This design comes from an exercise in tuning for small area, a short achievable clock period and few clock cycles per item on the open sky130 flow, not from production work. RTL that was checked went through simulation tests only; none was proved equivalent to the original. Power figures rest on the tool's default switching activity, not on a simulated workload.

Design rational_add_sub_reduce_top, start of the top module:
module rational_add_sub_reduce_top
(
    input  wire logic      aclk,
    input  wire logic      aresetn,
    input  wire logic      s_valid,
    output logic           s_ready,
    input  wire logic [128:0] s_data,    
    output logic           m_valid,
    input  wire logic      m_ready,
    output logic [126:0]   m_data       
);
    localparam logic [1:0] M_IDLE = 2'd0, M_RUN = 2'd1, M_DONE = 2'd2;
    logic [1:0]  mstate;
    logic [3:0]  mcnt;
    logic [33:0] mn_hi, md_hi;   
    logic [31:0] mn_lo, md_lo;   
    logic [31:0] x_an, x_ad;
    logic [2:0]  dbd, dbn;       
    logic        f1, f2;         
    logic        mzden;          
    function automatic logic [2:0] booth_dec(input logic y1, input logic y0,
                                             input logic yp, input logic flip);
        booth_dec[0] = y0 ^ yp;
        booth_dec[1] = (y1 & ~y0 & ~yp) | (~y1 & y0 & yp);
        booth_dec[2] = y1 ^ flip;
    endfunction
    function automatic logic [35:0] booth_pp(input logic [31:0] x, input logic [2:0] d);
        logic [35:0] m;
        m = d[0] ? {{4{x[31]}}, x} : (d[1] ? {{3{x[31]}}, x, 1'b0} : 36'd0);
  ...
Settings: LEC_CHECK=0, ABC_AREA=1, ABC_CLOCK_PERIOD_IN_PS=4000, CAP_MARGIN=20, CORE_MARGIN=2, CORE_UTILIZATION=60, PLACE_DENSITY=0.7, SETUP_SLACK_MARGIN=5, SLEW_MARGIN=20; clock period 10.0 ns.
run.sh (not shown) runs the stock make flow with config.mk's settings and CLKGATE_MAP_FILE= SYNTH_SCRIPT=/design/flow/synth_recipe.tcl, a recipe that flattens the netlist after the stock synthesis.
Rerun with:
--- a/flow/config.mk
+++ b/flow/config.mk
@@ -8 +7,0 @@
-export ABC_AREA = 1
Clock skew barely changes. Non-clock buffer count went up by 93. Clock-buffer cell count went up by 2. Core utilization went up by 2.4 points. Power went down by roughly a tenth.
No functional check of the RTL was part of any run of this note.

== run A ==
Another version of the RTL of rational_add_sub_reduce_top (not shown whole).
Size in the first run: roughly 620 flip-flops, roughly 260 I/O pins, ~53,000 um2 of cells after synthesis.
Settings: LEC_CHECK=0, ABC_AREA=1, ABC_CLOCK_PERIOD_IN_PS=4000, CAP_MARGIN=20, CORE_MARGIN=2, CORE_UTILIZATION=60, CTS_CLUSTER_DIAMETER=150, CTS_CLUSTER_SIZE=16, PLACE_DENSITY=0.7, SETUP_SLACK_MARGIN=5, SLEW_MARGIN=20; clock period 10.0 ns.
Testbench counts of run A, summed over its fixed seeds: cycles 102,509, items 3,200.
The inputs of run B differ from those of run A as listed below.
- a change of CTS_CLUSTER_DIAMETER from 150 to 120
- a change of ABC_CLOCK_PERIOD_IN_PS from 4000 to 3000
- a change of CTS_CLUSTER_SIZE from 16 to 20
The final core utilization of run A and that of run B are within noise of each other. Sum of internal, switching and leakage power was higher in run A than in run B. Relative to run A, starting DRC count in detailed routing has increased by about 3.8% in run B. Final critical path time including I/O delays and setup: run B vs run A down 0.043 ns.

Starting RTL as in the previous note.
Settings: LEC_CHECK=0, ABC_AREA=1, ABC_CLOCK_PERIOD_IN_PS=4000, CAP_MARGIN=20, CORE_MARGIN=2, CORE_UTILIZATION=60, CTS_CLUSTER_DIAMETER=100, CTS_CLUSTER_SIZE=24, PLACE_DENSITY=0.7, SETUP_SLACK_MARGIN=5, SLEW_MARGIN=20; clock period 10.0 ns.
The baseline produced a clean layout.
Testbench counts at the start, summed over its fixed seeds: cycles 102,509, items 3,200.
Change:
CTS_CLUSTER_DIAMETER = 120   (was 100)
CTS_CLUSTER_SIZE = 20   (was 24)
TNS_END_PERCENT = 10   (was not set)
- first-iteration DRC count decreases by 7.0%
- cell area decreases by 0.88%
- worst hold slack is worse by 32 ps
- setup slack is worse by 69 ps
- die area is unchanged
- routed wire length decreases by 1.9%
- final cell count barely changes

## the previous run
Starting RTL as in the previous note.
Settings: LEC_CHECK=0, ABC_AREA=1, ABC_CLOCK_PERIOD_IN_PS=4000, CAP_MARGIN=20, CORE_MARGIN=2, CORE_UTILIZATION=60, CTS_CLUSTER_DIAMETER=120, CTS_CLUSTER_SIZE=20, PLACE_DENSITY=0.7, SETUP_SLACK_MARGIN=5, SLEW_MARGIN=20, TNS_END_PERCENT=0; clock period 10.0 ns.
Testbench counts of the previous run, summed over its fixed seeds: cycles 102,509, items 3,200.
## Diff of input files: the current run against the previous run
-- flow/config.mk --
<<< the previous run, line 17
export SLEW_MARGIN = 20
export TNS_END_PERCENT = 0
>>> the current run, line 17
export SLEW_MARGIN = 20
--- outcome ---
The current run finished end to end and its layout was clean on timing, DRC and antenna.
The current run and the previous run ended up with roughly the same number of enable-type register cells in the synthesized netlist.
Global route total overflow essentially unchanged between the previous run and the current run.
From the previous run to the current run, footprint of the flip-flops and latches did not move at all.
The current run does better than the previous run on setup slack.
On routed wire length, the previous run and the current run are basically level.
Worst hold slack delta for the current run relative to the previous run: 0.011 ns lower
The current run vs the previous run on clock-buffer cell count: the current run is the lower one.
The current run vs the previous run — number of buffers outside the clock class in the layout climbed by a few percent
Compared with the previous run, in the current run combinational group share of total power has increased; part of the cycle the worst path needs has decreased.

==> re-timing with driven ports <==
In the flow no input, the clock included, has a driving cell. The finished layouts below were timed again as built, in two steps.
Step 1 assumes that a clkbuf_16 drives the clock port and a buf_2 every other input.
Step 2 adds t to the input delays and takes it off the output delays; t is the mean of the earliest and latest rising clock arrival at the registers after step 1. Input paths then give back, and output paths get back, about the clock's delay inside the block.
Slacks: no drivers / after step 1 / after step 2; pairs: no drivers / after step 1.
| run | t (ns) | setup slack, ns | hold WS [ns] | latest minus earliest clock arrival (ns) | pins driven straight from the clock port |
|---|---|---|---|---|---|
| the first run of note 1 | 0.750 | 5.094 / 5.094 / 4.455 | 0.448 / 0.448 / 0.448 | 0.036 / 0.037 | 1 |
| the second run of note 1 | 0.728 | 4.993 / 4.993 / 4.295 | 0.438 / 0.438 / 0.438 | 0.030 / 0.030 | 1 |
| run A | 0.703 | 5.103 / 5.050 / 4.347 | 0.477 / 0.477 / 0.477 | 0.040 / 0.040 | 1 |
| run B | 0.688 | 5.146 / 5.091 / 4.403 | 0.480 / 0.480 / 0.480 | 0.027 / 0.028 | 1 |
| the first run of note 3 | 0.684 | 5.107 / 5.064 / 4.379 | 0.487 / 0.487 / 0.487 | 0.037 / 0.037 | 1 |
| the second run of note 3 | 0.688 | 5.038 / 5.000 / 4.313 | 0.455 / 0.455 / 0.455 | 0.039 / 0.039 | 1 |
| the previous run | 0.675 | 5.061 / 4.997 / 4.322 | 0.491 / 0.491 / 0.491 | 0.025 / 0.025 | 1 |
| the current run | 0.688 | 5.146 / 5.091 / 4.403 | 0.480 / 0.480 / 0.480 | 0.027 / 0.028 | 1 |
After both steps setup and hold are still met in every run listed. For run A, which loses most, drivers alone change the setup slack by -0.053 ns; drivers and shift together by -0.756 ns.
